This is an optimization exercise on Yosys and OpenROAD, whose aim is a short achievable clock period and few clock cycles per item, not a production implementation. No driver is modelled on the clock port, so clock power and skew are understated where the tree is cut down; a real chip needs a root buffer or a tree.

## v6
==> module burst_engine, before the edit <==
module burst_engine (
    input  wire logic                      clk,
    input  wire logic                      rst_n,
    input  wire axi_wr_pkg::aw_cmd_t       cmd,
    input  wire logic                      cmd_nempty,
    output logic                           cmd_pop,
    input  wire axi_wr_pkg::w_beat_t       beat,
    input  wire axi_wr_pkg::w_beat_t       beat2,
    input  wire logic [1:0]                beat_occ,
    output logic                           beat_pop,
    output axi_wr_pkg::mem_wr_t            mem,
    output logic                           mem_we,
    input  wire logic                      mem_ready,
    input  wire logic                      can_start,
    output logic                           start,
    output logic                           resp_push,
    output logic                           resp_size_err,
    output logic [axi_wr_pkg::ID_W-1:0]    resp_id
);
    localparam int PB = axi_wr_pkg::PAGE_BIT;
    localparam int AW = axi_wr_pkg::ADDR_W;
    localparam int DW = axi_wr_pkg::DESC_W;
    logic                              act_q;
    logic [axi_wr_pkg::ID_W-1:0]       id_q;
    logic [AW-1:0]                     addr_q;
    logic [axi_wr_pkg::LEN_W-1:0]      rem_q;
    logic                              rz_q;
    logic [6:0]                        mask_q;
    logic                              fixed_q;
    logic                              serr_q;
    logic [6:0]                        dec_mask;
    logic                              dec_fixed;
    logic                              dec_serr;
    axi_wr_pkg::beat_desc_t            desc_in;
    axi_wr_pkg::beat_desc_t            desc;
    axi_wr_pkg::beat_desc_t            desc2;
    logic [axi_wr_pkg::D_DEPTH-1:0]    desc_occ;
    logic                              desc_ready;
    axi_wr_pkg::mem_wr_t               mem_q;
    axi_wr_pkg::mem_wr_t               mem_cur;
    axi_wr_pkg::mem_wr_t               mem_next;
    logic                              mem_we_q;
    logic                              write;
    logic                              pres_q;
    logic                              we_nxt;
    logic                              desc_pop;
    logic                              fire;
    logic                              gen;
    logic                              load;
    logic [PB-1:0]                     filled;
    logic [PB-1:0]                     stepped;
    logic [PB-1:0]                     ones_below;
    logic [PB-1:0]                     pre1;
    logic [PB-1:0]                     pre2;
    logic [PB-1:0]                     pre4;
    logic [PB-1:0]                     pre8;
    logic [PB-1:0]                     pre16;
    logic [7:0]                        size_bit;
    logic                              next_carry;
    logic                              load_carry;
    logic                              carry_q;
    aw_decode u_aw_decode (
        .cmd      (cmd),
        .mask     (dec_mask),
        .fixed    (dec_fixed),
        .size_err (dec_serr)
    );
    assign gen     = act_q && desc_ready;
    assign load    = cmd_nempty && can_start && (!act_q || (gen && rz_q));
    assign start   = load;
    assign cmd_pop = load;
    assign filled     = addr_q[PB-1:0] | {5'd0, mask_q};
    always_comb begin
        pre1 = filled;
        for (int i = 0; i < PB; i++) pre2[i] = (i >= 1) ? (pre1[i] & pre1[i-1]) : pre1[i];
        for (int i = 0; i < PB; i++) pre4[i] = (i >= 2) ? (pre2[i] & pre2[i-2]) : pre2[i];
        for (int i = 0; i < PB; i++) pre8[i] = (i >= 4) ? (pre4[i] & pre4[i-4]) : pre4[i];
        for (int i = 0; i < PB; i++) pre16[i] = (i >= 8) ? (pre8[i] & pre8[i-8]) : pre8[i];
        ones_below = {pre16[PB-2:0], 1'b1};
        stepped    = filled ^ ones_below;
    end
    assign size_bit   = {1'b0, mask_q} ^ {mask_q, 1'b1};
    assign next_carry = (&(addr_q[PB-1:0] | {4'd0, mask_q, 1'b1})) &&
                        !(|(addr_q[7:0] & size_bit));
    assign load_carry = &(cmd.addr[PB-1:0] | {5'd0, dec_mask});
    always_ff @(posedge clk or negedge rst_n) begin
        if (!rst_n) act_q <= 1'b0;
        else if (load) act_q <= 1'b1;
        else if (gen && rz_q) act_q <= 1'b0;
    end
    always_ff @(posedge clk) begin
        if (load) begin
            id_q    <= cmd.id;
            addr_q  <= cmd.addr;
            rem_q   <= cmd.len;
            rz_q    <= (cmd.len == 8'd0);
            mask_q  <= dec_mask;
            fixed_q <= dec_fixed;
            serr_q  <= dec_serr;
            carry_q <= load_carry;
        end else if (gen) begin
            rem_q <= rem_q - 1'b1;
            rz_q  <= (rem_q == 8'd1);
            if (fixed_q) begin
                addr_q[PB-1:0] <= addr_q[PB-1:0] & ~{5'd0, mask_q};
            end else if (!carry_q) begin
                addr_q[PB-1:0] <= stepped;
                carry_q        <= next_carry;
            end
        end
    end
    always_comb begin
        desc_in.id   = id_q;
        desc_in.addr = addr_q;
        desc_in.last = rz_q;
        desc_in.serr = serr_q;
    end
    peek_fifo #(
        .WIDTH (DW),
        .DEPTH (axi_wr_pkg::D_DEPTH)
    ) u_desc_fifo (
        .clk    (clk),
        .rst_n  (rst_n),
        .push   (gen),
        .din    (desc_in),
        .ready  (desc_ready),
        .pop    (desc_pop),
        .head   (desc),
        .head2  (desc2),
        .occ    (desc_occ)
    );
    assign write    = pres_q && mem_ready;
    assign beat_pop = write && beat_occ[0];
    assign desc_pop = write && desc_occ[0];
    assign fire     = desc_pop && desc.last;
    assign mem           = mem_q;
    assign mem_we        = mem_we_q;
    assign resp_push     = fire;
    assign resp_size_err = desc.serr;
    assign resp_id       = desc.id;
    always_comb begin
        mem_cur.id    = desc.id;
        mem_cur.addr  = desc.addr;
        mem_cur.data  = beat.data;
        mem_cur.strb  = beat.strb;
        mem_cur.last  = beat.last;
        mem_next.id   = desc2.id;
        mem_next.addr = desc2.addr;
        mem_next.data = beat2.data;
        mem_next.strb = beat2.strb;
        mem_next.last = beat2.last;
    end
    always_ff @(posedge clk or negedge rst_n) begin
        if (!rst_n) begin
            mem_we_q <= 1'b0;
        end else begin
            mem_we_q <= we_nxt;
        end
    end
    assign we_nxt = write ? (desc_occ[1] && beat_occ[1]) : (desc_occ[0] && beat_occ[0]);
    always_ff @(posedge clk) begin
        pres_q <= we_nxt;
        mem_q  <= write ? mem_next : mem_cur;
    end
endmodule
==> flow/config.mk <==
export PLATFORM = sky130hd
export DESIGN_NAME = axi_wr_slave
export DESIGN_NICKNAME = axi_wr_slave
export VERILOG_FILES = /design/flow/design.v
export SDC_FILE = /design/flow/constraint.sdc
export NUM_CORES = 4
export LEC_CHECK = 0
export ABC_CLOCK_PERIOD_IN_PS = 1800
export CAP_MARGIN = 20
export CORE_MARGIN = 2
export CORE_UTILIZATION = 55
export GPL_TIMING_DRIVEN = 1
export PLACE_DENSITY = 0.55
export SETUP_SLACK_MARGIN = 3.6
export SLEW_MARGIN = 20
==> flow/constraint.sdc <==
create_clock -name core_clock -period 5.5 [get_ports {clk}]
set_input_delay 1.1000 -clock core_clock [delete_from_list [all_inputs] [get_ports {clk}]]
set_output_delay 1.1000 -clock core_clock [all_outputs]
set_load 0.01 [all_outputs]
standard.sh (not shown) runs the stock make flow with config.mk's settings and CLKGATE_MAP_FILE= SYNTH_SCRIPT=/design/flow/synth_recipe.tcl, a recipe that flattens the netlist after the stock synthesis.
==> flow/flow/run.sh <==
#!/bin/bash
# Standard synthesis and layout with three changes:
# - the clock tree: the clock port feeds four first-level clock buffers,
#   each feeding a share of 24 leaf buffers placed at the centres of
#   flip-flop clusters, so every flip-flop sees two clock buffers
#   (balanced, lower insertion delay than the stock H-tree);
# - sizing may change a cell's footprint (MATCH_CELL_FOOTPRINT=0);
# - port buffering and timing repair do not use delay cells (nodly.tcl).
# Each step's full output goes to a log of its own here.
set -euo pipefail
here=$(pwd)
nd="$here/flow/nodly.tcl"
hooks=(MATCH_CELL_FOOTPRINT=0 PRE_FLOORPLAN_TCL="$nd" PRE_GLOBAL_PLACE_TCL="$nd"
       PRE_RESIZE_TCL="$nd" PRE_REPAIR_TIMING_POST_PLACE_TCL="$nd" PRE_DETAIL_PLACE_TCL="$nd"
       PRE_GLOBAL_ROUTE_TCL="$nd" PRE_DETAIL_ROUTE_TCL="$nd")
bash standard.sh synth > "$here/log_1_synth.log" 2>&1
bash standard.sh "${hooks[@]}" floorplan place > "$here/log_2_place.log" 2>&1
bash standard.sh "${hooks[@]}" PRE_CTS_TCL="$here/flow/cts_tree.tcl" cts > "$here/log_3_cts.log" 2>&1
bash standard.sh "${hooks[@]}" finish > "$here/log_4_finish.log" 2>&1
Other scripts of this flow, unchanged in this note and not shown: flow/flow/cts_tree.tcl, flow/flow/nodly.tcl, flow/flow/outfix.tcl
--- input diff v6..v7 ---
--- a/flow/design.v
+++ b/flow/design.v
@@ -255,13 +255,8 @@
     logic                              load;
     logic [PB-1:0]                     filled;
     logic [PB-1:0]                     stepped;
     logic [PB-1:0]                     ones_below;
-    logic [PB-1:0]                     pre1;
-    logic [PB-1:0]                     pre2;
-    logic [PB-1:0]                     pre4;
-    logic [PB-1:0]                     pre8;
-    logic [PB-1:0]                     pre16;
     logic [7:0]                        size_bit;
     logic                              next_carry;
     logic                              load_carry;
     logic                              carry_q;
@@ -276,15 +271,13 @@
     assign start   = load;
     assign cmd_pop = load;
     assign filled     = addr_q[PB-1:0] | {5'd0, mask_q};
     always_comb begin
-        pre1 = filled;
-        for (int i = 0; i < PB; i++) pre2[i] = (i >= 1) ? (pre1[i] & pre1[i-1]) : pre1[i];
-        for (int i = 0; i < PB; i++) pre4[i] = (i >= 2) ? (pre2[i] & pre2[i-2]) : pre2[i];
-        for (int i = 0; i < PB; i++) pre8[i] = (i >= 4) ? (pre4[i] & pre4[i-4]) : pre4[i];
-        for (int i = 0; i < PB; i++) pre16[i] = (i >= 8) ? (pre8[i] & pre8[i-8]) : pre8[i];
-        ones_below = {pre16[PB-2:0], 1'b1};
-        stepped    = filled ^ ones_below;
+        ones_below[0] = 1'b1;
+        for (int i = 1; i < PB; i++) begin
+            ones_below[i] = ones_below[i-1] & filled[i-1];
+        end
+        stepped = filled ^ ones_below;
     end
     assign size_bit   = {1'b0, mask_q} ^ {mask_q, 1'b1};
     assign next_carry = (&(addr_q[PB-1:0] | {4'd0, mask_q, 1'b1})) &&
                         !(|(addr_q[7:0] & size_bit));
## What came out
Going from v6 to v7, fraction of the mapped netlist area in simple logic gates barely changed, insertion delay to the later sink of the worst-skew pair barely changed, worst setup slack after layout dropped 1.10 ns, delay contributed by the slowest stage of the critical path barely changed, routed via count divided by cell count dropped about 2.2%.
v7 did not stop at any stage, and its layout met the timing, design-rule and antenna checks.
Compared with v6, in v7 sequential share of the synthesized area comparable; routed wire length now larger; post-synthesis to final-layout area growth now larger; critical path depth now larger; routing usage on met1 now smaller.
Final core area utilization ends up lower on v6.
For v7, the end point of the critical path was u_burst_engine.carry_q, unlike v6, where it was b_valid.
Function was not checked in any run of this note: the RTL went through the layout flow alone. No run of this note takes its clock network from TritonCTS; it comes from the design's own scripts or RTL.

-- static timing again, ports no longer ideal --
The flow's constraints put no driver on any port. The routed layouts listed below were extracted and timed again, unchanged, in two steps.
Step 1 (the two cells are an assumption about what drives the block):
set clk [get_ports {clk}]
set_driving_cell -lib_cell sky130_fd_sc_hd__clkbuf_16 $clk
set_driving_cell -lib_cell sky130_fd_sc_hd__buf_2 [delete_from_list [all_inputs] $clk]
Step 2 times the ports against the registers' clock, not the clock port: input delays grow and output delays shrink by t, the midpoint of the rising clock arrivals with the driver on.
Three values: ideal ports, drivers, drivers and shift; two values: the first two.
run	shift t [ns]	slack for setup (ns)	hold slack, ns
v6	0.469	3.518 / 3.398 / 3.156	0.474 / 0.474 / 0.474
v7	0.462	2.420 / 2.420 / 2.420	0.465 / 0.465 / 0.465
After both steps every run listed still meets setup and hold. The setup slack of v6, which loses most, moves by -0.120 ns with the drivers and by -0.362 ns with both steps.
